Context: an optimization exercise on an open-source flow, tuned for small area, a short achievable clock period and few clock cycles per item. The choices shown serve that exercise and are no tape-out recipe.
At most, simulation tests tie the RTL to the original design; equivalence was not proved.
Only the layout flow was run in runs 1 to 5; the RTL was not checked for function there.

[config.mk]
export PLATFORM = sky130hd
export DESIGN_NAME = compression_ratio_reset_monitor_unit
export DESIGN_NICKNAME = compression_ratio_reset_monitor_unit
export VERILOG_FILES = /design/flow/design.v
export SDC_FILE = /design/flow/constraint.sdc
export NUM_CORES = 4
export LEC_CHECK = 0
export CAP_MARGIN = 20
export CORE_MARGIN = 2
export CORE_UTILIZATION = 40
export SLEW_MARGIN = 20
[constraint.sdc]
create_clock -name core_clock -period 9.0 [get_ports {aclk}]
set_input_delay 1.8000 -clock core_clock [delete_from_list [all_inputs] [get_ports {aclk}]]
set_output_delay 1.8000 -clock core_clock [all_outputs]
set_load 0.01 [all_outputs]
[design.v]
`timescale 1ns / 1ps
`default_nettype none
package crrm_pkg;
    localparam int COUNT_BITS   = 32;
    localparam int FRAC_BITS    = 16;
    localparam int RATIO_BITS   = FRAC_BITS + 3;
    localparam int GAIN_BITS    = 16;
    localparam int PAGES_BITS   = 7;
    localparam int ADDR_BITS    = 5;
    localparam int DATA_BITS    = 32;
    localparam int INDEX_BITS   = 3;
    localparam int SLOW_GAIN_INIT   = 33;
    localparam int FAST_GAIN_INIT   = 3277;
    localparam int RATIO_LIMIT_INIT = 52429;
    localparam int WARMUP_INIT      = 64;
    localparam logic [INDEX_BITS-1:0] REG_RESET_ENABLE = 3'd0;
    localparam logic [INDEX_BITS-1:0] REG_SLOW_GAIN    = 3'd1;
    localparam logic [INDEX_BITS-1:0] REG_FAST_GAIN    = 3'd2;
    localparam logic [INDEX_BITS-1:0] REG_RATIO_LIMIT  = 3'd3;
    localparam logic [INDEX_BITS-1:0] REG_WARMUP_PAGES = 3'd4;
    localparam int DIV_K      = 2;
    localparam int DIV_CYC    = (RATIO_BITS + 1 + DIV_K - 1) / DIV_K;
    localparam int DIV_STEPS  = DIV_K * DIV_CYC;
    localparam int DIV_SHIFT  = DIV_STEPS - FRAC_BITS;
    localparam int REM_BITS   = COUNT_BITS + DIV_SHIFT + 1;
    localparam int MUL_B      = 2;
    localparam int MUL_CYC    = GAIN_BITS / MUL_B;
endpackage
`default_nettype wire
`timescale 1ns / 1ps
`timescale 1ns / 1ps
`timescale 1ns / 1ps
`timescale 1ns / 1ps
`default_nettype none
module compression_ratio_reset_monitor_unit (
    input  wire logic                               aclk,
    input  wire logic                               aresetn,
    input  wire logic                               s_valid,
    output logic                                    s_ready,
    input  wire logic [63:0]                        s_data,
    output logic                                    m_valid,
    input  wire logic                               m_ready,
    output logic [57:0]                             m_data,
    input  wire logic                               psel,
    input  wire logic                               penable,
    input  wire logic                               pwrite,
    input  wire logic [crrm_pkg::ADDR_BITS-1:0]     paddr,
    input  wire logic [crrm_pkg::DATA_BITS-1:0]     pwdata,
    output logic [crrm_pkg::DATA_BITS-1:0]          prdata,
    output logic                                    pready
);
    localparam int RB  = crrm_pkg::RATIO_BITS;
    localparam int CB  = crrm_pkg::COUNT_BITS;
    localparam int K   = crrm_pkg::DIV_K;
    localparam int NS  = crrm_pkg::DIV_STEPS;
    localparam int NC  = crrm_pkg::DIV_CYC;
    localparam int SH  = crrm_pkg::DIV_SHIFT;
    localparam int W   = crrm_pkg::REM_BITS;
    localparam int MB  = crrm_pkg::MUL_B;
    localparam int MC  = crrm_pkg::MUL_CYC;
    localparam int DCB = $clog2(NC);
    localparam int MCB = $clog2(MC + 1);
    logic                              re_q;
    logic [crrm_pkg::GAIN_BITS-1:0]    sg_q;
    logic [crrm_pkg::GAIN_BITS-1:0]    fg_q;
    logic [RB-1:0]                     lim_q;
    logic [crrm_pkg::PAGES_BITS-1:0]   wu_q;
    logic [crrm_pkg::INDEX_BITS-1:0]   reg_index;
    logic                              cfg_write;
    assign pready    = 1'b1;
    assign reg_index = paddr[crrm_pkg::ADDR_BITS-1:2];
    assign cfg_write = psel && penable && pwrite;
    always_ff @(posedge aclk) begin
        if (!aresetn) begin
            re_q  <= 1'b0;
            sg_q  <= crrm_pkg::GAIN_BITS'(crrm_pkg::SLOW_GAIN_INIT);
            fg_q  <= crrm_pkg::GAIN_BITS'(crrm_pkg::FAST_GAIN_INIT);
            lim_q <= RB'(crrm_pkg::RATIO_LIMIT_INIT);
            wu_q  <= crrm_pkg::PAGES_BITS'(crrm_pkg::WARMUP_INIT);
        end else if (cfg_write) begin
            case (reg_index)
                crrm_pkg::REG_RESET_ENABLE: re_q  <= pwdata[0];
                crrm_pkg::REG_SLOW_GAIN:    sg_q  <= pwdata[crrm_pkg::GAIN_BITS-1:0];
                crrm_pkg::REG_FAST_GAIN:    fg_q  <= pwdata[crrm_pkg::GAIN_BITS-1:0];
                crrm_pkg::REG_RATIO_LIMIT:  lim_q <= pwdata[RB-1:0];
                crrm_pkg::REG_WARMUP_PAGES: wu_q  <= pwdata[crrm_pkg::PAGES_BITS-1:0];
                default: begin
                end
            endcase
        end
    end
    always_comb begin
        case (reg_index)
            crrm_pkg::REG_RESET_ENABLE: prdata = crrm_pkg::DATA_BITS'(re_q);
            crrm_pkg::REG_SLOW_GAIN:    prdata = crrm_pkg::DATA_BITS'(sg_q);
            crrm_pkg::REG_FAST_GAIN:    prdata = crrm_pkg::DATA_BITS'(fg_q);
            crrm_pkg::REG_RATIO_LIMIT:  prdata = crrm_pkg::DATA_BITS'(lim_q);
            crrm_pkg::REG_WARMUP_PAGES: prdata = crrm_pkg::DATA_BITS'(wu_q);
            default:                    prdata = '0;
        endcase
    end
    logic [CB-1:0]   prev_in_q;
    logic [CB-1:0]   prev_out_q;
    logic [W-1:0]    rem_q;         
    logic [CB-1:0]   den_q;
    logic [NS-1:0]   quo_q;
    logic [DCB-1:0]  dcnt_q;
    logic            dbusy_q;       
    logic            dspec_q;       
    logic            qfull_q;       
    logic [RB-1:0]   ratio_q;
    logic [RB-1:0]   sdiff_q;
    logic [RB-1:0]   fdiff_q;
    logic [RB-1:0]   sacc_q;
    logic [RB-1:0]   facc_q;
    logic            sup_q;
    logic            fup_q;
    logic            early_q;       
    logic [MCB-1:0]  mcnt_q;
    logic            mbusy_q;
    logic [RB-1:0]   savg_q;
    logic [RB-1:0]   favg_q;
    logic            clr_q;         
    logic [crrm_pkg::PAGES_BITS-1:0] pages_q;
    logic            mvalid_q;
    logic            ce_q;          
    assign m_valid = mvalid_q;
    assign m_data  = {ratio_q, savg_q, favg_q, clr_q};
    logic [W-1:0]    dvs;
    logic [W-1:0]    rem_step [0:K];
    logic [K-1:0]    qbits;
    assign dvs = W'({den_q, SH'(0)});
    always_comb begin
        rem_step[0] = rem_q;
        for (int i = 0; i < K; i++) begin
            if (rem_step[i][W-1]) begin
                rem_step[i+1] = {rem_step[i][W-2:0], 1'b0} + dvs;
            end else begin
                rem_step[i+1] = {rem_step[i][W-2:0], 1'b0} - dvs;
            end
            qbits[K-1-i] = !rem_step[i+1][W-1];
        end
    end
    logic            m_free;
    logic            q_take;
    logic            last_cyc;
    logic            step_en;
    logic            dload;
    logic            accept;
    logic            succ_acc;
    logic [RB-1:0]   qratio;
    logic [CB-1:0]   ld_num;
    logic [CB-1:0]   ld_den;
    logic [RB-1:0]   eff_savg;
    logic [RB-1:0]   eff_favg;
    logic            warm;
    logic            early_clr;
    logic            commit;
    assign ld_num   = s_data[CB-1:0] - prev_out_q;
    assign ld_den   = s_data[2*CB-1:CB] - prev_in_q;
    assign warm     = (pages_q >= wu_q);
    assign eff_savg = clr_q ? '0 : savg_q;
    assign eff_favg = clr_q ? '0 : favg_q;
    assign qratio   = (|quo_q[NS-1:RB]) ? {RB{1'b1}} : quo_q[RB-1:0];
    assign m_free    = !mbusy_q && (!mvalid_q || m_ready);
    assign q_take    = qfull_q && m_free && !ce_q;
    assign early_clr = re_q && warm && (qratio > lim_q);
    assign last_cyc  = (dcnt_q == DCB'(NC - 1));
    assign step_en   = dbusy_q && !ce_q && (!qfull_q || q_take) && !(dspec_q && last_cyc);
    assign s_ready   = dbusy_q && dspec_q && !qfull_q && !ce_q;
    assign accept    = s_valid && s_ready;
    assign dload     = s_valid && !ce_q && (!dbusy_q || (step_en && last_cyc));
    assign succ_acc  = qfull_q || (dbusy_q && !dspec_q);
    assign commit    = mbusy_q && (mcnt_q == MCB'(MC));
    logic [RB+MB-1:0] ssum;
    logic [RB+MB-1:0] fsum;
    logic [RB-1:0]    snew;
    logic [RB-1:0]    fnew;
    logic             clr;
    always_comb begin
        ssum = (RB+MB)'(sacc_q);
        fsum = (RB+MB)'(facc_q);
        for (int b = 0; b < MB; b++) begin
            if (sg_q[MB*32'(mcnt_q[MCB-2:0]) + b]) ssum = ssum + ((RB+MB)'(sdiff_q) << b);
            if (fg_q[MB*32'(mcnt_q[MCB-2:0]) + b]) fsum = fsum + ((RB+MB)'(fdiff_q) << b);
        end
    end
    assign snew = !warm ? ratio_q : (sup_q ? eff_savg + sacc_q : eff_savg - sacc_q);
    assign fnew = !warm ? ratio_q : (fup_q ? eff_favg + facc_q : eff_favg - facc_q);
    assign clr  = re_q && warm
                  && (({1'b0, fnew, 1'b0} > ({2'b00, snew} + {1'b0, snew, 1'b0}))
                      || (ratio_q > lim_q));
    always_ff @(posedge aclk) begin
        if (ce_q) begin
            if (succ_acc) begin
                rem_q <= W'(prev_out_q);
                den_q <= prev_in_q;
            end
        end else if (dload) begin
            rem_q <= W'(ld_num);
            den_q <= ld_den;
        end else if (step_en) begin
            rem_q <= rem_step[K];
        end
        if (step_en) begin
            quo_q <= {quo_q[NS-K-1:0], qbits};
        end
        if (q_take) begin
            ratio_q <= qratio;
            sup_q   <= (qratio >= eff_savg);
            fup_q   <= (qratio >= eff_favg);
            sdiff_q <= (qratio >= eff_savg) ? qratio - eff_savg : eff_savg - qratio;
            fdiff_q <= (qratio >= eff_favg) ? qratio - eff_favg : eff_favg - qratio;
            sacc_q  <= '0;
            facc_q  <= '0;
        end else if (mbusy_q && !commit) begin
            sacc_q  <= ssum[RB+MB-1:MB];
            facc_q  <= fsum[RB+MB-1:MB];
        end
        if (commit) begin
            savg_q <= snew;
            favg_q <= fnew;
        end
    end
    always_ff @(posedge aclk) begin
        if (!aresetn) begin
            prev_in_q  <= '0;
            prev_out_q <= '0;
            dbusy_q    <= 1'b0;
            dspec_q    <= 1'b0;
            qfull_q    <= 1'b0;
            dcnt_q     <= '0;
            mbusy_q    <= 1'b0;
            mcnt_q     <= '0;
            early_q    <= 1'b0;
            clr_q      <= 1'b1;
            pages_q    <= '0;
            mvalid_q   <= 1'b0;
            ce_q       <= 1'b0;
        end else begin
            ce_q <= 1'b0;
            if (q_take) begin
                qfull_q <= 1'b0;
            end
            if (ce_q) begin
                if (succ_acc) begin
                    dbusy_q <= 1'b1;
                    dspec_q <= 1'b0;
                    qfull_q <= 1'b0;
                    dcnt_q  <= '0;
                end else begin
                    prev_in_q  <= '0;
                    prev_out_q <= '0;
                    dbusy_q    <= 1'b0;
                end
            end else begin
                if (step_en) begin
                    dcnt_q <= dcnt_q + 1'b1;
                    if (last_cyc) begin
                        qfull_q <= 1'b1;
                        dbusy_q <= 1'b0;
                    end
                end
                if (dbusy_q && dspec_q && !s_valid) begin
                    dbusy_q <= 1'b0;
                end
                if (dload) begin
                    dbusy_q <= 1'b1;
                    dspec_q <= 1'b1;
                    dcnt_q  <= '0;
                end
                if (accept) begin
                    dspec_q    <= 1'b0;
                    prev_in_q  <= s_data[2*CB-1:CB];
                    prev_out_q <= s_data[CB-1:0];
                end
            end
            if (q_take) begin
                mbusy_q <= 1'b1;
                mcnt_q  <= '0;
                early_q <= early_clr;
                if (early_clr) begin
                    ce_q <= 1'b1;
                end
            end else if (mbusy_q) begin
                mcnt_q <= mcnt_q + 1'b1;
            end
            if (commit) begin
                mbusy_q  <= 1'b0;
                mvalid_q <= 1'b1;
                clr_q    <= clr;
                if (clr) begin
                    pages_q <= '0;
                    if (!early_q) begin
                        ce_q <= 1'b1;
                    end
                end else if (pages_q != {crrm_pkg::PAGES_BITS{1'b1}}) begin
                    pages_q <= pages_q + 1'b1;
                end
            end else if (m_ready) begin
                mvalid_q <= 1'b0;
            end
        end
    end
endmodule
`default_nettype wire
[run.sh]
#!/bin/bash
# synth_recipe.tcl (not shown) runs the flow's synth.tcl, then flattens the netlist and writes it again
# the make line also repeats each setting of config.mk as NAME=value (left out here)
make -C /OpenROAD-flow-scripts/flow DESIGN_CONFIG=/design/flow/config.mk WORK_HOME=/design/flow/orfs CLKGATE_MAP_FILE= SYNTH_SCRIPT=/design/flow/synth_recipe.tcl finish
==> results.toml, run 1 <==
[run_status]
status = "no timing/DRC/antenna violations"

[die]
dieArea_mm2 = 0.0860
io_pins = 201
die_h_um = 293
start_util = 0.402
die_w_um = 293
floorplan.core_area_mm2 = 0.0833
rows = 106

[clock_network]
ctsResizeCount = 0
cts_tree = "yes"
htree_levels = 2
clk_pin_slew_worst_paths_ns = 0.06
cts_inserted_buffers = 47
clk_path_buf_depth = 3
ctsHoldBuffers = 0
cts_sinks = 370
clock_latency_ns = 0.61
root_buffer = "clkbuf_16"
cts_setup_buffers = 0

[timing]
fmax_mhz = 120
tns_ns = 0
finalHoldViolCount = 0
fin_skew_ns = 0.0272
hold_slack_ns = 0.444
setup_viol = 0
relSlewSlack = 0.274
worst_pin_slew_ns = 1.09
rsz0062_at_grt = "false"
fin_crit_sh = 0.930
slew_violations = 0
min_period_ns = 8.37

[route]
vias_per_cell = 5.58
firstDrtPassIters = 5
drcViolationCount = 0
antenna_left = 0
drt-wirelength-per-cell_um = 19.2
vias = 29100
wirelength_mm = 99.9
drtIter0Drc = 2011

[worst_setup_path]
arrival_ns = 8.70
cpPeakStageDelay_ns = 0.59
cp_common_cell = "a21oi_1"
cp_top_family = "compound AO/OA/AOI/OAI gates"
worst_path_max_delay_cell = "or4_4"
cp-start-kind = "flip-flop"
required_ns = 9.34
worstPathMaxFanout = 30
cp_num_buf_inv = 2
critical_path_class = "flip-flop to flip-flop"
cp-end-kind = "flip-flop"

[logic_synthesis]
ys_seq_elements = 370
netlist_instances = 3988
async_reset_ff_frac = 0
netlist_area_mm2 = 0.0335
synthFlopType = "edfxtp_1"
seq_area_frac_synth = 0.277
synth_edf_count = 186
yosysUniqueCellTypes = 90
postSynthAreaPerCell_um2 = 8.40
ys_warn_count = 2

[grt]
antenna_found_initial = 0
grt_start_max_net_pins = 73
grt_usage = 0.229
grt_pass1_vias = 27600
grt_pass1_wl_mm = 156
gr-total-overflow = 0

[final_layout]
diodes = 0
regArea_mm2 = 0.00927
nets = 4616
nFillCells = 8198
drive_gt1_frac = 0.0496
multi_input_area_mm2 = 0.0227
syn_to_final_growth_pct = 12.9

[worst_hold_path]
hold_path_class = "flip-flop to flip-flop"

[placed_design]
numPortBuffers = 171
place_congestion = 0.933
dp_hpwl_mm = 79.2

[job]
max_cap_viol_count = 0
-- cells in the mapped netlist (all sizes together), types with 48 or more instances --
cell type	instances	area, um2
clkbuf	117	439
a22o	67	587
nor3	72	365
nand2b	105	657
nand3	71	360
edfxtp	186	5590
xor2	187	1640
dfxtp	184	3680
xnor2	159	1400
nand2	369	1390
a211oi	50	375
ha	400	5000
mux2i	48	505
inv	244	916
a21o	163	1220
o21ai	256	1280
a21oi	358	1790
nor2	294	1100
-- cell usage in the layout (no fill, tap or decap), types with 33 or more instances in the layout --
master	n
ha_1	400
nand2_1	369
a21oi_1	357
nor2_1	291
o21ai_0	250
inv_1	242
xor2_1	187
edfxtp_1	186
dfxtp_1	183
clkdlybuf4s50_1	171
a21o_1	163
xnor2_1	157
nand2b_1	104
nor3_1	70
nand3_1	70
a22o_1	67
clkbuf_16	52
a211oi_1	50
mux2i_1	45
nor2b_1	43
a31oi_1	38
a22oi_1	38
nand4_1	37
o21bai_1	36
or2_2	35
o21a_1	33
-- through the flow --
stage / utilization / cell area, um2 / setup WS (ns) / cells
6_report: 0.454 / 37800 / 0.633 / 5210
5_1_grt: 0.454 / 37800 / 0.0280 / 5210
4_1_cts: 0.454 / 37800 / 0.708 / 5210
3_5_place_dp: 0.435 / 36200 / 0.708 / 5124
3_3_place_gp: 0.435 / 36200 / 0.761 / 5124
2_1_floorplan: - / 33500 / 1.88 / 4000
-- state kept, by name (all words and copies together), names as in the netlist, 20 cells and up --
| name | count |
|---|---|
| rem_q | 37 |
| den_q | 32 |
| prev_in_q | 32 |
| prev_out_q | 32 |
| quo_q | 20 |
-- routing by layer --
layer,vias to the layer above,track usage,share of wire
met3,165,0.0359,0.052
met5,-,0,0
met4,0,0.0846,0.039
met1,13600,0.304,0.45
met2,628,0.376,0.46
li1,14600,-,-
-- worst paths after layout --
check             startpoint   endpoint  slack, ns  cells after the start
hold reg to reg    quo_q[17]  quo_q[19]       0.44                      0
hold / removal     quo_q[17]  quo_q[19]       0.44                      0
setup / recovery    den_q[5]  rem_q[31]       0.63                     31
setup reg to reg    den_q[5]  rem_q[31]       0.63                     31
-- cell families after synthesis --
family,share of synthesized area
other,0.000224
XOR/XNOR,0.0907
adder cells (fa/ha/maj),0.158
buffers and inverters,0.0471
AND/OR/NAND/NOR,0.167
flip-flops,0.277
AO/OA/AOI/OAI,0.232
multiplexers,0.0277
-- final cells by class --
type,count,share of cell area
multi-input cells,3230,0.601
flip-flops and latches,370,0.245
repair buffers,200,0.0514
clock buffers,68,0.0373
well taps,1080,0.0357
inverters,244,0.0243
clock inverters,18,0.00496
-- worst reg2reg max path, delay by kind of cell (launching register included) --
| family | cells | cell delay, ns |
|---|---|---|
| AOI/OAI and AO/OA | 14 | 3.25 |
| xor gates and xnor gates | 3 | 0.61 |
| adders and majority gates | 2 | 0.60 |
| buffers and inverters | 2 | 0.40 |
| DFF | 1 | 0.47 |
| muxes | 1 | 0.36 |
| and+or+nand+nor | 9 | 2.41 |
==> inputs of run 2 (changes only) <==
--- a/config.mk
+++ b/config.mk
@@ -5,7 +5,9 @@
 export SDC_FILE = /design/flow/constraint.sdc
 export NUM_CORES = 4
 export LEC_CHECK = 0
+export ABC_CLOCK_PERIOD_IN_PS = 4500
 export CAP_MARGIN = 20
 export CORE_MARGIN = 2
 export CORE_UTILIZATION = 40
+export SETUP_SLACK_MARGIN = 4.0
 export SLEW_MARGIN = 20
==> results.toml, run 2 <==
[final_layout]
syn_to_final_growth_pct = 19.4
regMostFlops = "rem_q"
layout_commonest_cell = "ha_1"
nets = 4727
final_cell_mix = "383 x ha_1, 362 x nand2_1, 319 x a21oi_1"
drive_gt1_frac = 0.116
largest_reg_flops = 37

[logic_synthesis]
synth_top_cell_area_share = 0.167
netlist_area_mm2 = 0.0335
synth_most_common_cell = "ha_1"
ys_seq_elements = 370
synthFlopType = "edfxtp_1"
postSynthAreaPerCell_um2 = 8.40
ys_warn_count = 2
yosys-top-cells-count = "400 x ha_1, 369 x nand2_1, 358 x a21oi_1"
async_reset_ff_frac = 0
yosys-top-cells-area = "edfxtp_1 17%, ha_1 15%, dfxtp_1 11%"
synth_edf_count = 186
synth_largest_area_cell = "edfxtp_1"
yosysUniqueCellTypes = 90
seq_area_frac_synth = 0.277
netlist_instances = 3988

[timing]
fin_crit_sh = 0.784
tns_ns = 0
fin_skew_ns = 0.0303
relSlewSlack = 0.269
slew_violations = 0
finalHoldViolCount = 0
min_period_ns = 7.05
setup_viol = 0
fmax_mhz = 142
hold_slack_ns = 0.429
worst_pin_slew_ns = 1.10
rsz0062_at_grt = "true"

[worst_setup_path]
worstPathMaxFanout = 6
cp-end-kind = "flip-flop"
cp-start-kind = "flip-flop"
reg2reg_depth = 34
critical_path_class = "flip-flop to flip-flop"
worst_path_max_delay_cell = "or4_4"
setup.worst_path.start = "den_q[5]"
reg2reg_from = "den_q[5]"
cpPeakStageDelay_ns = 0.62
cp_common_cell = "buf_4"
required_ns = 9.35
arrival_ns = 7.40

[grt]
antenna_found_initial = 3
grt_pass1_vias = 28300
grt_pass1_wl_mm = 160
grt_usage = 0.235
grt_start_max_net_pins = 84
gr-total-overflow = 0

[die]
rows = 106
dieArea_mm2 = 0.0860
start_util = 0.402
die_w_um = 293
die_h_um = 293
io_pins = 201
floorplan.core_area_mm2 = 0.0833

[route]
drcViolationCount = 0
drt-wirelength-per-cell_um = 19.5
vias_per_cell = 5.60
wirelength_mm = 104
firstDrtPassIters = 8
vias = 29800
antenna_left = 0
drtIter0Drc = 1807

[clock_network]
htree_levels = 2
root_buffer = "clkbuf_16"
cts_tree = "yes"
clk_path_buf_depth = 3
ctsHoldBuffers = 0
cts_inserted_buffers = 48
cts_sinks = 370
clock_latency_ns = 0.61
clk_pin_slew_worst_paths_ns = 0.07

[worst_hold_path]
hold_path_class = "flip-flop to flip-flop"
hold_depth = 0
min_from = "quo_q[16]"

[job]
max_cap_viol_count = 0

[run_status]
status = "no timing/DRC/antenna violations"

[placed_design]
numPortBuffers = 171
dp_hpwl_mm = 79.1
place_congestion = 0.961
[run 2: final cells by class]
cell class                      instances  area (um2)
Clock buffer                           64        1310
Inverter                              244         917
Antenna cell                            1        2.50
Multi-Input combinational cell       3232       23900
Clock inverter                         26         295
Timing Repair Buffer                  308        2910
Sequential cell                       370        9300
Tap cell                             1080        1350
Fill cell                            8028       43300
[run 2: path summary, 6_finish.rpt]
check | to | slack (ns)
setup / recovery | rem_q[35] | 1.95
hold / removal | quo_q[18] | 0.43
setup reg to reg | rem_q[35] | 1.95
hold reg to reg | quo_q[18] | 0.43
[run 2: cell families after synthesis]
| family | Yosys count | synth area share |
|---|---|---|
| buf+inv | 400 | 0.0471 |
| flops | 370 | 0.277 |
| xor+xnor | 346 | 0.0907 |
| simple gates | 1163 | 0.167 |
| fa+ha+maj | 415 | 0.158 |
| mux | 77 | 0.0277 |
| other cells | 2 | 0.000224 |
| compound gates | 1215 | 0.232 |
[run 2: worst max-delay path: cells and delay by family, from the launching register on]
kind	cells	cell delay, ns
AOI/OAI and AO/OA	13	1.93
xor gates and xnor gates	3	0.52
adders and majority gates	2	0.57
buffers and inverters	5	0.76
DFF	1	0.41
muxes	1	0.33
and+or+nand+nor	10	2.22
[run 2: stage by stage]
stage	setup WS (ns)	std cells	utilization	cell area (um2)
floorplan	2.31	4000	-	33900
global placement	0.990	5118	0.437	36400
detailed placement	1.04	5119	0.438	36400
CTS	2.01	5290	0.472	39300
global route	1.63	5324	0.480	40000
finish	1.95	5325	0.480	40000
[run 2: routing by layer]
metal	up-vias	global-route usage	wire length, um
met1	14100	0.305	46000
met5	-	0	13
li1	14900	-	-
met3	165	0.0381	5490
met4	2	0.0723	3320
met2	711	0.398	48900
[run 2: what timing repair did]
action	in CTS	in global routing
setup endpoints to repair	64	99
resized for setup	135	94
hold endpoints to repair	0	0
cloned	5	1
pin swaps	84	58
buffers inserted	76	33
==> inputs of run 3 (changes only) <==
--- a/config.mk
+++ b/config.mk
@@ -9,5 +9,4 @@
 export CAP_MARGIN = 20
 export CORE_MARGIN = 2
 export CORE_UTILIZATION = 40
-export SETUP_SLACK_MARGIN = 4.0
 export SLEW_MARGIN = 20
==> results.toml, run 3 <==
[run_status]
status = "no timing/DRC/antenna violations"

[worst_setup_path]
cp-start-kind = "flip-flop"
reg2reg_from = "den_q[5]"
cp_top_family = "compound AO/OA/AOI/OAI gates"
arrival_ns = 8.70
worst_path_max_delay_cell = "or4_4"
crit_cells = 31
timing.reg2reg.setup_slack_ns = 0.63
cp_common_cell = "a21oi_1"
cp-end-kind = "flip-flop"
cp_num_buf_inv = 2
r2r_end = "rem_q[31]"
cp-endpoint = "rem_q[31]"
required_ns = 9.34
reg2reg_depth = 31
cpPeakStageDelay_ns = 0.59
setup.worst_path.start = "den_q[5]"
critical_path_class = "flip-flop to flip-flop"
worstPathMaxFanout = 30

[grt]
gr-total-overflow = 0
grt_usage = 0.229
grt_pass1_wl_mm = 156
antenna_found_initial = 0
grt_pass1_vias = 27600
grt_start_max_net_pins = 73

[worst_hold_path]
hold_depth = 0
hold_path_class = "flip-flop to flip-flop"

[timing]
fmax_mhz = 120
worst_pin_slew_ns = 1.09
fin_crit_sh = 0.930
slew_violations = 0
setup_viol = 0
fin_skew_ns = 0.0272
finalHoldViolCount = 0
relSlewSlack = 0.274
rsz0062_at_grt = "false"
min_period_ns = 8.37
hold_slack_ns = 0.444
tns_ns = 0

[die]
start_util = 0.402
dieArea_mm2 = 0.0860
die_w_um = 293
floorplan.core_area_mm2 = 0.0833
io_pins = 201
die_h_um = 293
rows = 106

[logic_synthesis]
yosys-top-cells-count = "400 x ha_1, 369 x nand2_1, 358 x a21oi_1"
async_reset_ff_frac = 0
synth_compound_area_frac = 0.232
yosys-top-cells-area = "edfxtp_1 17%, ha_1 15%, dfxtp_1 11%"
synth_top_family_by_area = "compound AO/OA/AOI/OAI gates"
netlist_instances = 3988
synth_largest_area_cell = "edfxtp_1"
postSynthAreaPerCell_um2 = 8.40
synthFlopType = "edfxtp_1"
ys_warn_count = 2
yosysUniqueCellTypes = 90
synthXorXnorAreaFrac = 0.0907
synth_top_cell_area_share = 0.167
synth_most_common_cell = "ha_1"
seq_area_frac_synth = 0.277
synth_edf_count = 186
synthAdderAreaFrac = 0.158
synthSimpleGateAreaFrac = 0.167
ys_seq_elements = 370
netlist_area_mm2 = 0.0335
muxShareOfSynthArea = 0.0277

[route]
firstDrtPassIters = 5
vias_per_cell = 5.58
drtIter0Drc = 2011
drcViolationCount = 0
drt-wirelength-per-cell_um = 19.2
wirelength_mm = 99.9
antenna_left = 0
vias = 29100

[clock_network]
cts_tree = "yes"
htree_levels = 2
clock_latency_ns = 0.61
cts_setup_buffers = 0
clk_path_buf_depth = 3
clk_pin_slew_worst_paths_ns = 0.06
root_buffer = "clkbuf_16"
ctsResizeCount = 0
cts_inserted_buffers = 47
ctsHoldBuffers = 0
cts_sinks = 370

[final_layout]
layout_commonest_cell = "ha_1"
largest_reg_flops = 37
design_area_mm2 = 0.0378
nets = 4616
syn_to_final_growth_pct = 12.9
final_cell_mix = "400 x ha_1, 369 x nand2_1, 357 x a21oi_1"
final_util = 0.454
nFillCells = 8198
regMostFlops = "rem_q"
diodes = 0
drive_gt1_frac = 0.0496

[placed_design]
dpl_cell_area_mm2 = 0.0362
place_congestion = 0.933
dp_hpwl_mm = 79.2
numPortBuffers = 171

[job]
max_cap_viol_count = 0
## run 3: cell counts after synthesis
Identical to the previous run, type by type.
## run 3: how the worst min path moves through the flow
stage	startpoint	end
final	quo_q[17]	quo_q[19]
after global routing	quo_q[2]	quo_q[4]
after CTS	quo_q[17]	quo_q[19]
after detailed placement	quo_q[17]	quo_q[19]
after global placement	quo_q[17]	quo_q[19]
after floorplan	quo_q[8]	quo_q[10]
## run 3: area by class of cell
class	count	area, um2	share of cell area
Sequential cell	370	9270	0.245
Multi-Input combinational cell	3230	22700	0.601
Inverter	244	917	0.0243
Timing Repair Buffer	200	1940	0.0514
Tap cell	1080	1350	0.0357
Clock inverter	18	188	0.00496
Clock buffer	68	1410	0.0373
## run 3: worst reg2reg max path: cells and delay by family (launching register included)
family	cells	cell delay, ns
buffers and inverters	2	0.40
adders and majority gates	2	0.60
muxes	1	0.36
DFF	1	0.47
and+or+nand+nor	9	2.41
xor gates and xnor gates	3	0.61
AOI/OAI and AO/OA	14	3.25
## run 3: stage by stage
step,instances,worst slack [ns]
final,5210,0.633
after global routing,5210,0.0280
after CTS,5210,0.708
after detailed placement,5124,0.708
after global placement,5124,0.761
after floorplan,4000,1.88
## run 3: kinds of logic (layout without fill, tap and decap cells)
| logic type | count (synthesis) | in the layout |
|---|---|---|
| buffers and inverters | 400 | 530 |
| flip-flops | 370 | 370 |
| adder cells (fa/ha/maj) | 415 | 415 |
| AND/OR/NAND/NOR | 1163 | 1163 |
| multiplexers | 77 | 77 |
| XOR/XNOR | 346 | 346 |
| other | 2 | 14 |
| AO/OA/AOI/OAI | 1215 | 1215 |
## run 3: routing by layer
layer	vias to the layer above	global-route usage	wire length, um
met5	-	0	0
met4	0	0.0846	3910
met3	165	0.0359	5190
met2	628	0.376	45700
met1	13600	0.304	45200
li1	14600	-	-
==> inputs of run 4 (changes only) <==
--- a/design.v
+++ b/design.v
@@ -133,11 +133,9 @@
     always_comb begin
         rem_step[0] = rem_q;
         for (int i = 0; i < K; i++) begin
-            if (rem_step[i][W-1]) begin
-                rem_step[i+1] = {rem_step[i][W-2:0], 1'b0} + dvs;
-            end else begin
-                rem_step[i+1] = {rem_step[i][W-2:0], 1'b0} - dvs;
-            end
+            rem_step[i+1] = {rem_step[i][W-2:0], 1'b0}
+                            + (dvs ^ {W{!rem_step[i][W-1]}})
+                            + W'(!rem_step[i][W-1]);
             qbits[K-1-i] = !rem_step[i+1][W-1];
         end
     end
@@ -155,6 +153,8 @@
     logic [RB-1:0]   eff_favg;
     logic            warm;
     logic            early_clr;
+    logic            qratio_gt;
+    logic            rgt_q;         
     logic            commit;
     assign ld_num   = s_data[CB-1:0] - prev_out_q;
     assign ld_den   = s_data[2*CB-1:CB] - prev_in_q;
@@ -164,7 +164,8 @@
     assign qratio   = (|quo_q[NS-1:RB]) ? {RB{1'b1}} : quo_q[RB-1:0];
     assign m_free    = !mbusy_q && (!mvalid_q || m_ready);
     assign q_take    = qfull_q && m_free && !ce_q;
-    assign early_clr = re_q && warm && (qratio > lim_q);
+    assign qratio_gt = (qratio > lim_q);
+    assign early_clr = re_q && warm && qratio_gt;
     assign last_cyc  = (dcnt_q == DCB'(NC - 1));
     assign step_en   = dbusy_q && !ce_q && (!qfull_q || q_take) && !(dspec_q && last_cyc);
     assign s_ready   = dbusy_q && dspec_q && !qfull_q && !ce_q;
@@ -177,19 +178,52 @@
     logic [RB-1:0]    snew;
     logic [RB-1:0]    fnew;
     logic             clr;
-    always_comb begin
-        ssum = (RB+MB)'(sacc_q);
-        fsum = (RB+MB)'(facc_q);
-        for (int b = 0; b < MB; b++) begin
-            if (sg_q[MB*32'(mcnt_q[MCB-2:0]) + b]) ssum = ssum + ((RB+MB)'(sdiff_q) << b);
-            if (fg_q[MB*32'(mcnt_q[MCB-2:0]) + b]) fsum = fsum + ((RB+MB)'(fdiff_q) << b);
-        end
-    end
-    assign snew = !warm ? ratio_q : (sup_q ? eff_savg + sacc_q : eff_savg - sacc_q);
-    assign fnew = !warm ? ratio_q : (fup_q ? eff_favg + facc_q : eff_favg - facc_q);
-    assign clr  = re_q && warm
-                  && (({1'b0, fnew, 1'b0} > ({2'b00, snew} + {1'b0, snew, 1'b0}))
-                      || (ratio_q > lim_q));
+    logic [MB-1:0]    sg_chunk;
+    logic [MB-1:0]    fg_chunk;
+    logic [RB:0]      sd_raw;
+    logic [RB:0]      fd_raw;
+    logic [RB+3:0]    cmp_t;
+    logic [RB+3:0]    cmp_a;
+    logic [RB+3:0]    cmp_b;
+    logic [RB+3:0]    cmp_c;
+    logic [RB+3:0]    cmp_s;
+    logic [RB+3:0]    cmp_v;
+    logic [RB:0]      sadd;
+    logic [RB:0]      fadd;
+    assign sg_chunk = sg_q[MB*32'(mcnt_q[MCB-2:0]) +: MB];
+    assign fg_chunk = fg_q[MB*32'(mcnt_q[MCB-2:0]) +: MB];
+    function automatic logic [RB+MB-1:0] mul_step(input logic [RB-1:0] acc,
+                                                  input logic [RB-1:0] d,
+                                                  input logic [1:0]    g,
+                                                  input logic          neg);
+        logic [RB+1:0] a;
+        logic [RB+1:0] b;
+        logic [RB+1:0] c;
+        logic [RB+1:0] sv;
+        logic [RB+1:0] cv;
+        a  = {2'b00, acc};
+        b  = g[0] ? {2'b00, d} : '0;
+        c  = g[1] ? {1'b0, d, (g[0] && neg)} : {{(RB+1){1'b0}}, (g[0] && neg)};
+        sv = a ^ b ^ c;
+        cv = {((a[RB:0] & b[RB:0]) | (a[RB:0] & c[RB:0]) | (b[RB:0] & c[RB:0])), (g[1] && neg)};
+        mul_step = sv + cv + (RB+2)'(g[1] && neg);
+    endfunction
+    assign ssum = mul_step(sacc_q, sdiff_q, sg_chunk, !sup_q);
+    assign fsum = mul_step(facc_q, fdiff_q, fg_chunk, !fup_q);
+    assign sd_raw = {1'b0, qratio} - {1'b0, eff_savg};
+    assign fd_raw = {1'b0, qratio} - {1'b0, eff_favg};
+    assign sadd = {eff_savg, 1'b1} + {sacc_q ^ {RB{!sup_q}}, !sup_q};
+    assign fadd = {eff_favg, 1'b1} + {facc_q ^ {RB{!fup_q}}, !fup_q};
+    assign snew = !warm ? ratio_q : sadd[RB:1];
+    assign fnew = !warm ? ratio_q : fadd[RB:1];
+    assign cmp_a = {3'b000, fnew, 1'b0};
+    assign cmp_b = ~{3'b000, snew, 1'b0};
+    assign cmp_c = ~{4'b0000, snew};
+    assign cmp_s = cmp_a ^ cmp_b ^ cmp_c;
+    assign cmp_v = {((cmp_a[RB+2:0] & cmp_b[RB+2:0]) | (cmp_a[RB+2:0] & cmp_c[RB+2:0])
+                     | (cmp_b[RB+2:0] & cmp_c[RB+2:0])), 1'b1};
+    assign cmp_t = cmp_s + cmp_v;
+    assign clr   = re_q && warm && (!cmp_t[RB+3] || rgt_q);
     always_ff @(posedge aclk) begin
         if (ce_q) begin
             if (succ_acc) begin
@@ -207,10 +241,11 @@
         end
         if (q_take) begin
             ratio_q <= qratio;
-            sup_q   <= (qratio >= eff_savg);
-            fup_q   <= (qratio >= eff_favg);
-            sdiff_q <= (qratio >= eff_savg) ? qratio - eff_savg : eff_savg - qratio;
-            fdiff_q <= (qratio >= eff_favg) ? qratio - eff_favg : eff_favg - qratio;
+            rgt_q   <= qratio_gt;
+            sup_q   <= !sd_raw[RB];
+            fup_q   <= !fd_raw[RB];
+            sdiff_q <= sd_raw[RB-1:0] ^ {RB{sd_raw[RB]}};
+            fdiff_q <= fd_raw[RB-1:0] ^ {RB{fd_raw[RB]}};
             sacc_q  <= '0;
             facc_q  <= '0;
         end else if (mbusy_q && !commit) begin
--- a/config.mk
+++ b/config.mk
@@ -5,7 +5,6 @@
 export SDC_FILE = /design/flow/constraint.sdc
 export NUM_CORES = 4
 export LEC_CHECK = 0
-export ABC_CLOCK_PERIOD_IN_PS = 4500
 export CAP_MARGIN = 20
 export CORE_MARGIN = 2
 export CORE_UTILIZATION = 40
==> results.toml, run 4 <==
[logic_synthesis]
synth_most_common_cell = "nand2_1"
async_reset_ff_frac = 0
netlist_instances = 3590
synth_top_family_by_area = "compound AO/OA/AOI/OAI gates"
synthFlopType = "edfxtp_1"
netlist_area_mm2 = 0.0308
synthXorXnorAreaFrac = 0.105
synthAdderAreaFrac = 0.154
synth_largest_area_cell = "edfxtp_1"
yosys-top-cells-count = "421 x nand2_1, 319 x a21oi_1, 293 x ha_1"
synthSimpleGateAreaFrac = 0.176
seq_area_frac_synth = 0.302
muxShareOfSynthArea = 0.0220
ys_warn_count = 2
ys_seq_elements = 371
synth_compound_area_frac = 0.191
yosys-top-cells-area = "edfxtp_1 18%, dfxtp_1 12%, ha_1 12%"
synth_top_cell_area_share = 0.182
postSynthAreaPerCell_um2 = 8.59
synth_edf_count = 187
yosysUniqueCellTypes = 92

[timing]
slew_violations = 0
worst_pin_slew_ns = 1.04
hold_slack_ns = 0.420
setup_viol = 0
fin_skew_ns = 0.0420
min_period_ns = 7.01
fin_crit_sh = 0.779
fmax_mhz = 143
finalHoldViolCount = 0
rsz0062_at_grt = "false"
tns_ns = 0
relSlewSlack = 0.303

[clock_network]
ctsResizeCount = 0
ctsHoldBuffers = 0
cts_setup_buffers = 0
htree_levels = 2
cts_tree = "yes"
cts_sinks = 371
clock_latency_ns = 0.60
clk_pin_slew_worst_paths_ns = 0.06
root_buffer = "clkbuf_16"
clk_path_buf_depth = 3
cts_inserted_buffers = 48

[route]
vias = 25400
drt-wirelength-per-cell_um = 17.3
antenna_left = 0
vias_per_cell = 5.35
firstDrtPassIters = 5
wirelength_mm = 82.4
drtIter0Drc = 1415
drcViolationCount = 0

[final_layout]
nets = 4139
drive_gt1_frac = 0.0532
multi_input_area_mm2 = 0.0201
regMostFlops = "rem_q"
largest_reg_flops = 37
diodes = 0
regArea_mm2 = 0.00930
nFillCells = 7582
syn_to_final_growth_pct = 13.6
layout_commonest_cell = "nand2_1"
final_cell_mix = "420 x nand2_1, 318 x a21oi_1, 293 x ha_1"

[worst_setup_path]
required_ns = 9.32
cp-end-kind = "flip-flop"
arrival_ns = 7.33
cp-start-kind = "flip-flop"
worst_path_max_delay_cell = "xnor2_4"
cp_common_cell = "a21o_1"
path_cells = "buf_4 -> xnor2_1 -> ha_1 -> a21o_1 -> a221o_1 -> a32o_1 -> o21ai_2 -> nand3_2 -> xnor2_4 -> buf_4 -> inv_1 -> ha_1 -> a21o_1 -> a21o_1 -> a21o_1 -> a21o_1 -> a21oi_1 -> nor3b_1 -> a2111oi_4 -> o211a_1 -> or3_1 -> a31oi_1 -> o21ai_0"
critical_path_class = "flip-flop to flip-flop"
cpPeakStageDelay_ns = 0.70
worstPathMaxFanout = 26

[placed_design]
numPortBuffers = 171
place_congestion = 0.929
dp_hpwl_mm = 62.5

[die]
die_h_um = 282
io_pins = 201
floorplan.core_area_mm2 = 0.0761
rows = 101
start_util = 0.405
dieArea_mm2 = 0.0793
die_w_um = 282

[job]
max_cap_viol_count = 0

[grt]
grt_pass1_wl_mm = 130
gr-total-overflow = 0
grt_usage = 0.205
antenna_found_initial = 0
grt_start_max_net_pins = 72
grt_pass1_vias = 24200

[run_status]
status = "no timing/DRC/antenna violations"

[worst_hold_path]
hold_path_class = "flip-flop to flip-flop"
-- run 4: logic make-up (layout without fill, tap and decap cells) --
logic type / count (synthesis) / count (layout)
adder cells (fa/ha/maj): 348 / 348
XOR/XNOR: 365 / 365
buffers and inverters: 386 / 509
other: 2 / 14
multiplexers: 54 / 54
AO/OA/AOI/OAI: 929 / 929
AND/OR/NAND/NOR: 1135 / 1135
flip-flops: 371 / 371
-- run 4: routing by layer --
| metal | vias to the layer above | track usage | routed length [um] | part of all wire |
|---|---|---|---|---|
| met2 | 549 | 0.343 | 37800 | 0.46 |
| met4 | 0 | 0.0537 | 2010 | 0.024 |
| li1 | 12800 | - | - | - |
| met5 | - | 0 | 0 | 0 |
| met1 | 11900 | 0.282 | 38500 | 0.47 |
| met3 | 105 | 0.0225 | 4040 | 0.049 |
-- run 4: final cells by class --
cell class	count	share of cell area
multi-input combinational	2845	0.573
inverter	222	0.0238
tap	1030	0.0368
clock buffer	62	0.0375
sequential	371	0.266
timing repair buffer	198	0.0552
clock inverter	27	0.00786
-- run 4: final timing paths --
path,startpoint,endpoint,slack (ns),cells past startpoint
min,quo_q[8],quo_q[10],0.42,0
max reg2reg,rem_q[36],rem_q[22],1.99,23
min reg2reg,quo_q[8],quo_q[10],0.42,0
max,rem_q[36],rem_q[22],1.99,23
-- run 4: per-stage QoR --
step	cell area [um2]	std cells	utilization	setup WS, ns
6_report	35000	4755	0.461	1.99
5_1_grt	35000	4755	0.461	1.50
4_1_cts	35000	4753	0.460	1.96
3_5_place_dp	33400	4664	0.439	1.96
3_3_place_gp	33400	4664	0.439	2.06
2_1_floorplan	30900	3602	-	3.13
-- run 4: critical path, delay by kind of cell, from the launching register on --
kind / cells / cell delay, ns
buffers and inverters: 3 / 1.01
AO/OA/AOI/OAI: 13 / 2.72
XOR/XNOR: 2 / 0.84
flip-flops: 1 / 0.34
AND/OR/NAND/NOR: 3 / 0.99
adder cells (fa/ha/maj): 2 / 0.80
==> inputs of run 5 (changes only) <==
--- a/config.mk
+++ b/config.mk
@@ -8,4 +8,5 @@
 export CAP_MARGIN = 20
 export CORE_MARGIN = 2
 export CORE_UTILIZATION = 40
+export SETUP_SLACK_MARGIN = 4.0
 export SLEW_MARGIN = 20
==> results.toml, run 5 <==
[logic_synthesis]
synthXorXnorAreaFrac = 0.105
netlist_area_mm2 = 0.0308
synthSimpleGateAreaFrac = 0.176
yosys-top-cells-area = "edfxtp_1 18%, dfxtp_1 12%, ha_1 12%"
ys_warn_count = 2
synth_top_family_by_area = "compound AO/OA/AOI/OAI gates"
muxShareOfSynthArea = 0.0220
yosysUniqueCellTypes = 92
synthFlopType = "edfxtp_1"
seq_area_frac_synth = 0.302
synth_largest_area_cell = "edfxtp_1"
synth_top_cell_area_share = 0.182
synth_compound_area_frac = 0.191
ys_seq_elements = 371
yosys-top-cells-count = "421 x nand2_1, 319 x a21oi_1, 293 x ha_1"
postSynthAreaPerCell_um2 = 8.59
async_reset_ff_frac = 0
synth_edf_count = 187
netlist_instances = 3590
synth_most_common_cell = "nand2_1"
synthAdderAreaFrac = 0.154

[timing]
rsz0062_at_grt = "true"
slew_violations = 0
fmax_mhz = 177
fin_crit_sh = 0.628
fin_ws_ns = 3.35
setup_viol = 0
fin_skew_ns = 0.0228
worst_pin_slew_ns = 1.04
min_period_ns = 5.65
finalHoldViolCount = 0
relSlewSlack = 0.308
tns_ns = 0

[final_layout]
nFillCells = 7166
largest_reg_flops = 37
drive_gt1_frac = 0.160
diodes = 0
layout_commonest_cell = "nand2_1"
regArea_mm2 = 0.00932
regMostFlops = "rem_q"
multi_input_area_mm2 = 0.0216
final_util = 0.505
syn_to_final_growth_pct = 24.7
nets = 4333
fin_cells = 4948
final_cell_mix = "409 x nand2_1, 283 x a21oi_1, 264 x ha_1"

[clock_network]
clock_latency_ns = 0.61
cts_inserted_buffers = 47
cts_sinks = 371
clk_path_buf_depth = 3
cts_tree = "yes"
root_buffer = "clkbuf_16"
htree_levels = 2
clk_pin_slew_worst_paths_ns = 0.06

[die]
start_util = 0.405
io_pins = 201
die_w_um = 282
rows = 101
floorplan.core_area_mm2 = 0.0761
dieArea_mm2 = 0.0793
die_h_um = 282

[worst_setup_path]
arrival_ns = 5.99
reg2reg_depth = 28
cp-end-kind = "flip-flop"
critical_path_class = "flip-flop to flip-flop"
cp_top_family = "compound AO/OA/AOI/OAI gates"
timing.reg2reg.setup_slack_ns = 3.35
required_ns = 9.34
cp_num_buf_inv = 5
cp_common_cell = "a21oi_2"
cpPeakStageDelay_ns = 0.50
cp-start-kind = "flip-flop"
worstPathMaxFanout = 5
setup.worst_path.start = "rem_q[36]"
r2r_end = "quo_q[0]"
worst_path_max_delay_cell = "or4_4"
reg2reg_from = "rem_q[36]"
crit_cells = 28

[grt]
grt_usage = 0.218
gr-total-overflow = 0
antenna_found_initial = 0
grt_start_max_net_pins = 72
grt_pass1_vias = 25500
grt_pass1_wl_mm = 138

[placed_design]
place_congestion = 0.915
dp_hpwl_mm = 61.9
place_ws_ns = 2.61
numPortBuffers = 171
place_inst = 4664

[route]
firstDrtPassIters = 5
antenna_left = 0
drtIter0Drc = 1763
vias = 26700
vias_per_cell = 5.40
wirelength_mm = 88.9
drcViolationCount = 0
drt-wirelength-per-cell_um = 18.0

[worst_hold_path]
hold_depth = 0
min_from = "quo_q[10]"
hold_path_class = "flip-flop to flip-flop"
whs_endpoint = "quo_q[12]"

[run_status]
status = "no timing/DRC/antenna violations"

[job]
max_cap_viol_count = 0
run 5: metrics by stage:
stage                     area (um2)  hold slack, ns
after floorplan                31100           0.417
after global placement         33500           0.421
after detailed placement       33500           0.427
after CTS                      37600           0.420
after global routing           38500           0.431
final                          38500           0.428
run 5: final cells by class:
type,instances,share of cell area
inverters,222,0.0221
clock buffers,65,0.0348
well taps,1030,0.0335
repair buffers,392,0.100
clock inverters,22,0.00612
flip-flops and latches,371,0.242
multi-input cells,2846,0.561
run 5: cells by family after synthesis:
| logic type | after synthesis |
|---|---|
| simple gates | 1135 |
| buf+inv | 386 |
| xor+xnor | 365 |
| flops | 371 |
| mux | 54 |
| compound gates | 929 |
| fa+ha+maj | 348 |
| other cells | 2 |
run 5: worst max path at each step:
stage and end:
6_report quo_q[0], 5_1_grt rem_q[30], 4_1_cts rem_q[28], 3_5_place_dp prdata[6], 3_3_place_gp prdata[4], 2_1_floorplan rem_q[28]
run 5: routing by layer:
metal / global-route usage / vias up / part of all wire
met5: 0 / - / 0
met4: 0.0544 / 0 / 0.026
met3: 0.0268 / 131 / 0.049
met2: 0.372 / 584 / 0.47
met1: 0.294 / 12700 / 0.45
li1: - / 13200 / -
run 5: worst register-to-register path, delay by kind of cell (launching register included):
family          cells  cell delay (ns)
compound gates     11             1.86
xor+xnor            3             0.45
simple gates        7             1.42
buf+inv             5             0.61
fa+ha+maj           2             0.62
flops               1             0.41
run 5: timing repair:
item / in CTS / in global routing
pin swaps: 117 / 68
hold buffers: 0 / 0
gates cloned: 11 / 1
resized for setup: 283 / 118
buffers inserted: 138 / 46
hold endpoints to repair: 0 / 0
setup endpoints to repair: 123 / 133
==> inputs of run 6 (changes only) <==
--- a/design.v
+++ b/design.v
@@ -127,18 +127,38 @@
     assign m_valid = mvalid_q;
     assign m_data  = {ratio_q, savg_q, favg_q, clr_q};
     logic [W-1:0]    dvs;
-    logic [W-1:0]    rem_step [0:K];
+    logic [W-1:0]    rem_step [K:K];
     logic [K-1:0]    qbits;
     assign dvs = W'({den_q, SH'(0)});
-    always_comb begin
-        rem_step[0] = rem_q;
-        for (int i = 0; i < K; i++) begin
-            rem_step[i+1] = {rem_step[i][W-2:0], 1'b0}
-                            + (dvs ^ {W{!rem_step[i][W-1]}})
-                            + W'(!rem_step[i][W-1]);
-            qbits[K-1-i] = !rem_step[i+1][W-1];
-        end
-    end
+    logic [W-1:0]    dvs_m;         
+    logic            dvs_c;         
+    logic [W-1:0]    r1;
+    logic [W-1:0]    cand_x_n;      
+    logic [W-1:0]    cand_x_p;
+    logic [W-1:0]    cand_y;
+    logic [W-1:0]    cand_n;
+    logic [W-1:0]    cand_p;
+    logic [W-1:0]    r2;
+    function automatic logic [W-1:0] add3(input logic [W-1:0] x,
+                                          input logic [W-1:0] y,
+                                          input logic [W-1:0] z);
+        logic [W-1:0] sv;
+        logic [W-1:0] cv;
+        sv = x ^ y ^ z;
+        cv = {((x[W-2:0] & y[W-2:0]) | (x[W-2:0] & z[W-2:0]) | (y[W-2:0] & z[W-2:0])), 1'b0};
+        add3 = sv + cv;
+    endfunction
+    assign dvs_c    = !rem_q[W-1];
+    assign dvs_m    = dvs ^ {W{dvs_c}};
+    assign r1       = {rem_q[W-2:0], 1'b0} + dvs_m + W'(dvs_c);
+    assign cand_y   = {dvs_m[W-2:0], 1'b0};
+    assign cand_x_n = {rem_q[W-3:0], dvs_c, 1'b1};
+    assign cand_x_p = {rem_q[W-3:0], dvs_c, 1'b0};
+    assign cand_n   = add3(cand_x_n, cand_y, ~dvs);
+    assign cand_p   = add3(cand_x_p, cand_y, dvs);
+    assign r2       = r1[W-1] ? cand_p : cand_n;
+    assign qbits    = {!r1[W-1], !r2[W-1]};
+    assign rem_step[K] = r2;
     logic            m_free;
     logic            q_take;
     logic            last_cyc;
--- a/config.mk
+++ b/config.mk
@@ -8,5 +8,5 @@
 export CAP_MARGIN = 20
 export CORE_MARGIN = 2
 export CORE_UTILIZATION = 40
-export SETUP_SLACK_MARGIN = 4.0
+export SETUP_SLACK_MARGIN = 5.0
 export SLEW_MARGIN = 20
==> results.toml, run 6 <==
[timing]
tns_ns = 0
rsz0062_at_grt = "true"
setup_viol = 0
fmax_mhz = 194
finalHoldViolCount = 0
fin_skew_ns = 0.0498
min_period_ns = 5.16
relSlewSlack = 0.344
slew_violations = 0
fin_crit_sh = 0.573
worst_pin_slew_ns = 0.983

[worst_setup_path]
arrival_ns = 5.70
worstPathMaxFanout = 6
cp-end-kind = "flip-flop"
critical_path_class = "flip-flop to flip-flop"
cp-start-kind = "flip-flop"
required_ns = 9.54

[route]
wirelength_mm = 106
vias = 28900
drtIter0Drc = 1984
vias_per_cell = 5.47
drcViolationCount = 0
antenna_left = 0
firstDrtPassIters = 7
drt-wirelength-per-cell_um = 20.0

[logic_synthesis]
postSynthAreaPerCell_um2 = 8.63
synthFlopType = "edfxtp_1"
synth_largest_area_cell = "edfxtp_1"
synth_edf_count = 187
yosys-top-cells-area = "edfxtp_1 17%, ha_1 12%, dfxtp_1 11%"
netlist_area_mm2 = 0.0332
ys_seq_elements = 371
ys_warn_count = 2
async_reset_ff_frac = 0
netlist_instances = 3846
yosysUniqueCellTypes = 81
yosys-top-cells-count = "405 x inv_1, 401 x nand2_1, 328 x ha_1"
synth_most_common_cell = "inv_1"
seq_area_frac_synth = 0.280
synth_top_cell_area_share = 0.169

[placed_design]
dpl_cell_area_mm2 = 0.0367
place_congestion = 0.911
numPortBuffers = 171
place_inst = 4975
dp_hpwl_mm = 72.6

[run_status]
status = "no timing/DRC/antenna violations"

[die]
rows = 105
io_pins = 201
die_w_um = 292
dieArea_mm2 = 0.0853
floorplan.core_area_mm2 = 0.0821
die_h_um = 292
start_util = 0.404

[final_layout]
regMostFlops = "rem_q"
drive_gt1_frac = 0.206
largest_reg_flops = 37
syn_to_final_growth_pct = 29.4
fin_cells = 5284
final_cell_mix = "387 x nand2_1, 374 x inv_1, 236 x ha_1"
nets = 4724
design_area_mm2 = 0.0430
layout_commonest_cell = "nand2_1"

[clock_network]
cts_inserted_buffers = 47
clock_latency_ns = 0.63
cts_sinks = 371
clk_path_buf_depth = 3
root_buffer = "clkbuf_16"
ctsHoldBuffers = 0
clk_pin_slew_worst_paths_ns = 0.07
htree_levels = 2
cts_tree = "yes"

[grt]
grt_start_max_net_pins = 92
grt_usage = 0.238
gr-total-overflow = 0
grt_pass1_wl_mm = 159
grt_pass1_vias = 28100
antenna_found_initial = 12

[worst_hold_path]
hold_path_class = "flip-flop to flip-flop"

[job]
max_cap_viol_count = 0
-- run 6: cell types whose count changed after synthesis, sizes merged, moves of 30 or more --
cell    delta
inv      +183
ha        +35
xor2      +30
a21oi     -96
xnor2     -57
a21boi    +99
fa        +66
-- run 6: cells by family after synthesis --
| logic type | share of synthesized area |
|---|---|
| simple gates | 0.161 |
| compound gates | 0.189 |
| fa+ha+maj | 0.196 |
| flops | 0.280 |
| buf+inv | 0.0654 |
| mux | 0.0199 |
| xor+xnor | 0.0889 |
| other cells | 0.000226 |
-- run 6: final timing paths --
| check | start | endpoint | slack [ns] | depth (start not counted) |
|---|---|---|---|---|
| hold / removal | quo_q[10] | quo_q[12] | 0.44 | 0 |
| hold reg to reg | quo_q[10] | quo_q[12] | 0.44 | 0 |
| setup reg to reg | sup_q | pages_q[4] | 3.84 | 24 |
| setup / recovery | sup_q | pages_q[4] | 3.84 | 24 |
-- run 6: area by class of cell --
class	count	area, um2
Multi-Input combinational cell	2929	24900
Timing Repair inverter	2	18.8
Fill cell	7450	39100
Tap cell	1070	1340
Antenna cell	5	12.5
Sequential cell	371	9320
Inverter	405	1580
Clock buffer	52	1240
Clock inverter	36	418
Timing Repair Buffer	414	4110
-- run 6: stage by stage --
| stage | setup slack, ns | util | hold WS [ns] |
|---|---|---|---|
| final | 3.84 | 0.523 | 0.442 |
| after global routing | 3.63 | 0.523 | 0.442 |
| after CTS | 3.93 | 0.502 | 0.435 |
| after detailed placement | 2.69 | 0.447 | 0.427 |
| after floorplan | 3.89 | - | 0.417 |
| after global placement | 2.69 | 0.447 | 0.419 |
-- run 6: routing by layer --
layer / up-vias / part of all wire / GRT usage
met5: - / 0.00076 / 0
met4: 12 / 0.045 / 0.101
met3: 213 / 0.057 / 0.0374
met2: 743 / 0.47 / 0.396
met1: 14000 / 0.43 / 0.305
li1: 14000 / - / -
-- run 6: timing repair --
item / 4_1_cts / 5_1_grt
gates resized for setup: 475 / 254
setup endpoints to repair: 194 / 152
pin swaps: 160 / 162
setup buffers: 128 / 73
gates cloned: 12 / 3
-- run 6: worst max-delay path, cell delays in order (launching register included) --
cell      delay, ns
edfxtp_1       0.48
buf_6          0.19
buf_4          0.14
xnor2_1        0.12
ha_2           0.18
a21oi_2        0.16
nor2b_1        0.08
a41oi_2        0.25
a311oi_2       0.18
o21a_1         0.24
o21ai_2        0.17
a21oi_2        0.08
o21a_1         0.20
or3_4          0.34
a31o_4         0.26
fa_1           0.53
inv_1          0.06
ha_4           0.21
a21o_1         0.18
a211oi_2       0.20
nand2_2        0.11
nor3_2         0.11
a2111o_1       0.28
nand2_4        0.11
a311oi_2       0.25
Testbench counts of run 6, summed over its fixed seeds: cycles 19,433, items 1,920.
==> inputs of run 7 (changes only) <==
--- a/config.mk
+++ b/config.mk
@@ -8,5 +8,5 @@
 export CAP_MARGIN = 20
 export CORE_MARGIN = 2
 export CORE_UTILIZATION = 40
-export SETUP_SLACK_MARGIN = 5.0
+export SETUP_SLACK_MARGIN = 4.0
 export SLEW_MARGIN = 20
==> results.toml, run 7 <==
[timing]
finalHoldViolCount = 0
hold_slack_ns = 0.438
relSlewSlack = 0.322
fin_skew_ns = 0.0325
fmax_mhz = 192
worst_pin_slew_ns = 1.02
min_period_ns = 5.21
fin_crit_sh = 0.578
fin_ws_ns = 3.79
tns_ns = 0
slew_violations = 0
setup_viol = 0
rsz0062_at_grt = "true"

[clock_network]
cts_sinks = 371
root_buffer = "clkbuf_16"
htree_levels = 2
clk_path_buf_depth = 3
clk_pin_slew_worst_paths_ns = 0.06
ctsHoldBuffers = 0
cts_tree = "yes"
clock_latency_ns = 0.61
cts_inserted_buffers = 48

[logic_synthesis]
ys_seq_elements = 371
synthSimpleGateAreaFrac = 0.161
postSynthAreaPerCell_um2 = 8.63
yosysUniqueCellTypes = 81
synthAdderAreaFrac = 0.196
yosys-top-cells-count = "405 x inv_1, 401 x nand2_1, 328 x ha_1"
async_reset_ff_frac = 0
synth_largest_area_cell = "edfxtp_1"
synth_edf_count = 187
yosys-top-cells-area = "edfxtp_1 17%, ha_1 12%, dfxtp_1 11%"
netlist_instances = 3846
netlist_area_mm2 = 0.0332
seq_area_frac_synth = 0.280
synthFlopType = "edfxtp_1"
ys_warn_count = 2
synth_top_cell_area_share = 0.169
synth_compound_area_frac = 0.189
synth_most_common_cell = "inv_1"
muxShareOfSynthArea = 0.0199
synth_top_family_by_area = "adder cells"
synthXorXnorAreaFrac = 0.0889

[grt]
grt_pass1_vias = 26700
grt_pass1_wl_mm = 149
antenna_found_initial = 12
grt_usage = 0.222
grt_start_max_net_pins = 95
gr-total-overflow = 0

[die]
io_pins = 201
die_w_um = 292
rows = 105
die_h_um = 292
dieArea_mm2 = 0.0853
floorplan.core_area_mm2 = 0.0821
start_util = 0.404

[route]
drt-wirelength-per-cell_um = 18.8
firstDrtPassIters = 5
antenna_left = 0
drtIter0Drc = 1735
drcViolationCount = 0
vias_per_cell = 5.36
wirelength_mm = 96.5
vias = 27500

[worst_hold_path]
hold_path_class = "flip-flop to flip-flop"

[worst_setup_path]
cp-start-kind = "flip-flop"
required_ns = 9.43
worstPathMaxFanout = 8
cp-end-kind = "flip-flop"
arrival_ns = 5.64
critical_path_class = "flip-flop to flip-flop"

[final_layout]
nets = 4571
largest_reg_flops = 37
final_cell_mix = "399 x inv_1, 398 x nand2_1, 322 x ha_1"
drive_gt1_frac = 0.0836
design_area_mm2 = 0.0389
regMostFlops = "rem_q"
syn_to_final_growth_pct = 17.1
layout_commonest_cell = "inv_1"

[placed_design]
numPortBuffers = 171
place_congestion = 0.907
place_ws_ns = 2.63
dp_hpwl_mm = 70.9
dpl_cell_area_mm2 = 0.0361

[job]
max_cap_viol_count = 0

[run_status]
status = "no timing/DRC/antenna violations"
==> run 7: cell counts after synthesis <==
No cell type changed its count.
==> run 7: cell families (layout without fill, tap and decap cells) <==
family | Yosys count | in the layout
and+or+nand+nor | 1122 | 1123
buffers and inverters | 559 | 755
muxes | 55 | 56
other | 2 | 19
xor gates and xnor gates | 337 | 338
adders and majority gates | 449 | 449
DFF | 371 | 371
AOI/OAI and AO/OA | 951 | 951
==> run 7: layer usage <==
layer  routed length [um]  global-route usage  up-vias
met3                 6190              0.0415      172
met5                   80                   0        -
li1                     -                   -    13700
met1                42400               0.289    13000
met2                43900               0.364      648
met4                 3970              0.0883       12
==> run 7: critical path: stages, from the launching register on <==
cell      delay, ns
edfxtp_1       0.44
buf_12         0.18
xnor2_2        0.13
ha_2           0.21
a221o_1        0.28
o21ai_2        0.21
a31oi_2        0.15
o41ai_2        0.32
buf_4          0.18
o21ai_1        0.08
a211oi_1       0.25
nor2_1         0.09
xor2_1         0.16
mux2_4         0.28
fa_1           0.50
inv_1          0.05
ha_2           0.17
or4_4          0.43
a21oi_4        0.16
nand2_2        0.10
nor3_2         0.12
a2111o_1       0.26
buf_6          0.12
buf_6          0.09
o211ai_1       0.08
==> run 7: final cells by class <==
class / count / area [um2]
Clock inverter: 27 / 318
Multi-Input combinational cell: 2931 / 22400
Antenna cell: 5 / 12.5
Timing Repair Buffer: 259 / 2590
Clock buffer: 63 / 1320
Sequential cell: 371 / 9320
Tap cell: 1070 / 1340
Fill cell: 7906 / 43200
Inverter: 405 / 1530
Timing Repair inverter: 1 / 7.51
==> run 7: what timing repair did <==
action | in CTS | in global routing
pin swaps | 34 | 13
gates cloned | 7 | 1
setup endpoints to repair | 104 | 60
resized for setup | 128 | 43
setup buffers | 42 | 11
hold endpoints to repair | 0 | 0
==> run 7: through the flow <==
step,utilization,cells
3_5_place_dp,0.439,4976
3_3_place_gp,0.439,4975
4_1_cts,0.470,5115
5_1_grt,0.473,5130
6_report,0.473,5132
2_1_floorplan,-,3858
==> run 7: final timing paths <==
kind	startpoint	to	slack, ns	cells past startpoint
worst min-delay path	quo_q[7]	quo_q[9]	0.44	0
worst max register to register	sup_q	clr_q	3.79	24
worst max-delay path	sup_q	clr_q	3.79	24
worst min register to register	quo_q[7]	quo_q[9]	0.44	0

[static timing again, ports no longer ideal]
How much do the figures lean on ideal ports? The routed layouts below were timed once more, with nothing changed but the port constraints. Step 1 (the two cells are an assumption about what drives the block):
set clk [get_ports {aclk}]
set_driving_cell -lib_cell sky130_fd_sc_hd__clkbuf_16 $clk
set_driving_cell -lib_cell sky130_fd_sc_hd__buf_2 [delete_from_list [all_inputs] $clk]
Step 2 moves the port delays by t, midway between the first and last clock arrival at a register: inputs arrive t later, outputs are due t later. That takes back most of the time a late clock gives input paths. Slacks: no drivers / after step 1 / after step 2; pairs: no drivers / after step 1.
run	t, ns	setup slack, ns	clock arrival spread, ns
run 1	0.666	0.633 / 0.633 / 0.633	0.029 / 0.028
run 2	0.665	1.946 / 1.946 / 1.946	0.031 / 0.031
run 3	0.666	0.633 / 0.633 / 0.633	0.029 / 0.028
run 4	0.645	1.987 / 1.987 / 1.987	0.044 / 0.043
run 5	0.665	3.349 / 3.349 / 2.960	0.022 / 0.023
run 6	0.660	3.839 / 3.839 / 3.839	0.059 / 0.059
run 7	0.661	3.794 / 3.794 / 3.534	0.035 / 0.036
After both steps every run listed still meets setup and hold. For run 5, which loses most, drivers alone change the setup slack by 0.000 ns; drivers and shift together by -0.389 ns.
